Background: an optimization exercise with open tools, aiming at small area, a short achievable clock period and few clock cycles. Do not read the settings as production practice.

==> flow/design.v <==
package egress_stamper_pkg;
    localparam int PACKET_XFER_LEN = 32;
    localparam int LEN_MSB  = 31;
    localparam int LEN_LSB  = 24;
    localparam int DEST_MSB = 15;
    localparam int DEST_LSB = 8;
    localparam int SRC_MSB  = 15;
    localparam int SRC_LSB  = 8;
    localparam int MIN_PKT_BYTES = 24;
    localparam int END_TIME_IDX  = 5;
    localparam int RING_SLOTS = 63;
    function automatic logic len_legal(input logic [7:0] len);
        len_legal = (len[1:0] == 2'b00) && (len[7:2] >= 6'd6);
    endfunction
endpackage
module pkt_ring #(
    parameter int DATA_W = 32,
    parameter int SLOTS  = 63
) (
    input  logic              clk,
    input  logic              we0,      
    input  logic              we1,      
    input  logic [DATA_W-1:0] wdata,
    output logic [DATA_W-1:0] rdata0,   
    output logic [DATA_W-1:0] rdata1    
);
    logic [DATA_W-1:0] stage [SLOTS];
    always_ff @(posedge clk) begin
        stage[0] <= we0 ? wdata : stage[SLOTS-1];
        stage[1] <= we1 ? wdata : stage[0];
        for (int i = 2; i < SLOTS; i++) begin
            stage[i] <= stage[i-1];
        end
    end
    assign rdata0 = stage[SLOTS-2];
    assign rdata1 = stage[SLOTS-1];
endmodule
module egress_stamper #(
    parameter int PACKET_XFER_LEN = egress_stamper_pkg::PACKET_XFER_LEN,
    parameter int MAX_WORDS       = 64
) (
    input  logic                       clk,
    input  logic                       reset,
    input  logic                       in_valid,
    input  logic                       in_sop,
    input  logic [PACKET_XFER_LEN-1:0] in_data,
    output logic                       in_ready,
    input  logic [31:0]                counter,
    input  logic                       egress_full,
    output logic                       out_write_en,
    output logic [PACKET_XFER_LEN-1:0] out_data,
    output logic                       busy,
    output logic                       drop_pulse,
    output logic [15:0]                drop_count
);
    localparam int L = egress_stamper_pkg::RING_SLOTS;
    function automatic logic [5:0] inc_slot(input logic [5:0] s);
        inc_slot = (s == 6'(L - 1)) ? 6'd0 : s + 6'd1;
    endfunction
    logic [5:0] ph, rs, rs2;       
    logic       collecting;        
    logic [5:0] cs;                
    logic [5:0] wrem;              
    logic       lastq;             
    logic [5:0] tail;              
    logic [5:0] nh;                
    logic       hdr_at0, hdr_at1;  
    logic [9:0] npkt;              
    logic [5:0] bcnt;              
    logic       bl_nz;             
    logic [2:0] bidx;              
    logic       tapsel0, tapsel1;  
    logic       ctrsel;            
    logic       ef_q;              
    logic       dvalid;
    logic       mode;
    logic       hold;              
    logic [PACKET_XFER_LEN-1:0] tap0, tap1, tap;
    logic bl_gt1, bl_one, bidx4, w2, npk_nz;
    logic rs_eq_tail, rs_eq_nh, rs_eq_cs, rs2_eq_nh, rs2_eq_cs, skip;
    assign bl_gt1        = (bcnt[5:2] != 4'd0) || (bcnt[1:0] == 2'd3);
    assign bl_one        = bl_nz && !bl_gt1;
    assign bidx4         = (bidx == 3'(egress_stamper_pkg::END_TIME_IDX - 1));
    assign w2            = (wrem == 6'd3);
    assign npk_nz        = npkt[0];
    assign rs_eq_tail    = (rs == tail);
    assign rs_eq_nh      = (rs == nh);
    assign rs_eq_cs      = (rs == cs);
    assign rs2_eq_nh     = (rs2 == nh);
    assign rs2_eq_cs     = (rs2 == cs);
    assign skip          = dvalid && !bl_nz && !npk_nz;
    logic acc, sop_legal, sop_acc, dat_acc, cnow, start, egress_ok;
    logic hdr_new, abort_legal, abort_bad, direct_hdr, keep_dead;
    assign acc         = in_valid && in_ready;
    assign sop_legal   = egress_stamper_pkg::len_legal(in_data[31:24]);
    assign sop_acc     = acc && in_sop;
    assign dat_acc     = acc && !in_sop && collecting;
    assign cnow        = dat_acc && lastq;
    assign hdr_new     = sop_acc && sop_legal;
    assign abort_legal = hdr_new && collecting;
    assign abort_bad   = sop_acc && !sop_legal && collecting;
    assign egress_ok   = !egress_full || !ef_q;
    logic start0, start1, can_start;
    assign can_start   = !bl_nz && (npk_nz || cnow);
    assign start0      = hdr_at0 && can_start && egress_ok;
    assign start1      = hdr_at1 && can_start && egress_ok;
    assign start       = start0 || start1;
    assign hold        = hdr_at0 && can_start && !egress_ok;
    assign tap         = mode ? tap1 : tap0;
    assign direct_hdr  = hdr_new && (collecting ? (!npk_nz && !bl_nz) : !busy);
    assign keep_dead   = abort_legal && !direct_hdr;
    logic       collecting_n, dvalid_n, bl_nz_n, busy_n, in_ready_n, we_n, mode_n;
    logic [9:0] npkt_n;
    logic       we0, we1;          
    logic       tail_is_rs_n, nh_is_rs_n, hdr_at_n, lastq_n;
    logic [5:0] tail_n, nh_n;
    assign nh_n = direct_hdr ? ph : skip ? cs : bl_one ? rs2 : nh;
    assign dvalid_n = !direct_hdr && !skip && (dvalid || abort_legal);
    assign tail_n = (hdr_new || dat_acc) ? rs : abort_bad ? cs : tail;
    assign collecting_n = hdr_new || (collecting && !abort_bad && !cnow);
    assign lastq_n = !sop_acc && (dat_acc ? w2 : lastq);
    assign bl_nz_n   = start || bl_gt1;
    assign npkt_n = start ? (cnow ? npkt : {1'b0, npkt[9:1]}) :
                            (cnow ? {npkt[8:0], 1'b1} : npkt);
    assign busy_n = bl_gt1 || npk_nz || (collecting ? !abort_bad : hdr_new);
    assign mode_n = hold || (mode && busy_n);
    assign tail_is_rs_n = hdr_new || dat_acc || rs_eq_tail;
    assign nh_is_rs_n   = direct_hdr ? 1'b0 : skip ? rs_eq_cs : (!bl_one && rs_eq_nh);
    assign we_n       = !busy_n || (!hold && tail_is_rs_n && (bl_nz_n || !nh_is_rs_n));
    assign in_ready_n = !busy_n ||
                        (!hold && !(sop_acc && collecting) && !(dvalid && !skip) &&
                         tail_is_rs_n && (bl_nz_n || !nh_is_rs_n));
    assign hdr_at_n = hold || (!direct_hdr && (skip ? rs2_eq_cs : (bl_one || rs2_eq_nh)));
    logic drop_any, dc_sat, dc_sat_n;
    logic [15:0] dc_m1, dc_m2, dc_p1, dc_p2, dc_if_legal, dc_if_bad;
    assign drop_any = sop_acc && (collecting || !sop_legal);
    always_comb begin
        dc_m1[0] = 1'b1;
        dc_m2[0] = 1'b0;
        dc_m2[1] = 1'b1;
        for (int i = 1; i < 16; i++) dc_m1[i] = &(drop_count | ~((16'd1 << i) - 16'd1));
        for (int i = 2; i < 16; i++) dc_m2[i] = &(drop_count | ~((16'd1 << i) - 16'd2));
    end
    assign dc_p1 = dc_sat ? 16'hFFFF : (drop_count ^ dc_m1);
    assign dc_p2 = dc_sat ? 16'hFFFF : (drop_count ^ dc_m2);
    assign dc_if_legal = collecting ? dc_p1 : drop_count;
    assign dc_if_bad   = collecting ? dc_p2 : dc_p1;
    assign dc_sat_n = dc_sat ||
                      (sop_acc && (collecting || !sop_legal) && (drop_count == 16'hFFFD)) ||
                      (sop_acc && collecting && !sop_legal && (drop_count == 16'hFFFC));
    pkt_ring #(
        .DATA_W(PACKET_XFER_LEN),
        .SLOTS (L)
    ) u_ring (
        .clk  (clk),
        .we0   (we0),
        .we1   (we1),
        .wdata (in_data),
        .rdata0(tap0),
        .rdata1(tap1)
    );
    always_ff @(posedge clk) begin
        ef_q <= egress_full;
        if (reset) begin
            ph           <= 6'd0;
            rs           <= 6'd1;
            rs2          <= 6'd2;
            collecting   <= 1'b0;
            lastq        <= 1'b0;
            npkt         <= '0;
            bcnt         <= 6'd0;
            bl_nz        <= 1'b0;
            tapsel0      <= 1'b0;
            tapsel1      <= 1'b0;
            ctrsel       <= 1'b0;
            hdr_at0      <= 1'b0;
            hdr_at1      <= 1'b0;
            dvalid       <= 1'b0;
            drop_pulse   <= 1'b0;
            drop_count   <= 16'd0;
            dc_sat       <= 1'b0;
            out_write_en <= 1'b0;
            out_data     <= '0;
            busy         <= 1'b0;
            in_ready     <= 1'b1;
            we0          <= 1'b1;
            we1          <= 1'b0;
            mode         <= 1'b0;
        end else begin
            if (!hold) begin
                ph  <= rs;
                rs  <= rs2;
                rs2 <= inc_slot(rs2);
            end
            mode <= mode_n;
            drop_pulse <= drop_any;
            dc_sat     <= dc_sat_n;
            if (sop_acc) begin
                drop_count <= sop_legal ? dc_if_legal : dc_if_bad;
            end
            out_write_en <= start;
            out_data     <= (tap0 & {PACKET_XFER_LEN{start0 || tapsel0}}) |
                            (tap1 & {PACKET_XFER_LEN{start1 || tapsel1}}) |
                            (PACKET_XFER_LEN'(counter) & {PACKET_XFER_LEN{ctrsel}});
            tapsel0 <= start0 || (bl_gt1 && !bidx4 && !mode);
            tapsel1 <= start1 || (bl_gt1 && !bidx4 && mode);
            ctrsel <= bl_gt1 && bidx4;
            if (start) begin
                bcnt <= tap[31:26];
                bidx <= 3'd1;
            end else if (bl_nz) begin
                bcnt <= bcnt - 6'd1;
                if (bidx != 3'd7) bidx <= bidx + 3'd1;
            end
            bl_nz   <= bl_nz_n;
            npkt    <= npkt_n;
            nh         <= nh_n;
            hdr_at0    <= hdr_at_n && !mode_n;
            hdr_at1    <= hdr_at_n && mode_n;
            dvalid     <= dvalid_n;
            tail       <= tail_n;
            collecting <= collecting_n;
            lastq      <= lastq_n;
            busy       <= busy_n;
            in_ready   <= in_ready_n;
            we0        <= we_n && !mode_n;
            we1        <= we_n && mode_n;
        end
        if (hdr_new) begin
            cs   <= ph;
            wrem <= in_data[31:26];
        end else if (dat_acc) begin
            wrem <= wrem - 6'd1;
        end
    end
endmodule
make LEC_CHECK=0 ABC_CLOCK_PERIOD_IN_PS=1800 CAP_MARGIN=20 CORE_MARGIN=2 CORE_UTILIZATION=50 CTS_BUF_LIST='sky130_fd_sc_hd__clkbuf_4 sky130_fd_sc_hd__clkbuf_8 sky130_fd_sc_hd__clkbuf_16' CTS_CLUSTER_DIAMETER=100 CTS_CLUSTER_SIZE=30 SETUP_SLACK_MARGIN=2.0 SLEW_MARGIN=20 finish   # period 4.0 ns
run.sh (not shown) runs the stock make flow with config.mk's settings and CLKGATE_MAP_FILE= SYNTH_SCRIPT=/design/flow/synth_recipe.tcl, a recipe that flattens the netlist after the stock synthesis.
Change:
Settings changed: CORE_UTILIZATION 50 to 55.
What happened: Via count rose by about 0.55%; global-route usage increases by 1.1 points; synthesized cell count stays the same.
Function was not checked in any run of this note: the RTL went through the layout flow alone.

## what the ideal ports hide
How much do the figures lean on ideal ports? The routed layouts below were timed once more, with nothing changed but the port constraints.
Step 1 (the two cells are an assumption about what drives the block):
set clk [get_ports {clk}]
set_driving_cell -lib_cell sky130_fd_sc_hd__clkbuf_16 $clk
set_driving_cell -lib_cell sky130_fd_sc_hd__buf_2 [delete_from_list [all_inputs] $clk]
Step 2 moves the port delays by t, midway between the first and last clock arrival at a register: inputs arrive t later, outputs are due t later. That takes back most of the time a late clock gives input paths.
a / b / c = ideal / step 1 / step 2; a / b = the first two.
| run | t (ns) | setup WS [ns] | worst hold slack (ns) | worst setup path after step 2 |
|---|---|---|---|---|
| the first run | 0.734 | 1.969 / 1.902 / 1.322 | 0.311 / 0.311 / 0.311 | input to register |
| the second run | 0.706 | 1.998 / 1.957 / 1.326 | 0.320 / 0.320 / 0.320 | input to register |
After both steps setup and hold are still met in every run listed. For the second run, which loses most, drivers alone change the setup slack by -0.041 ns; drivers and shift together by -0.672 ns.
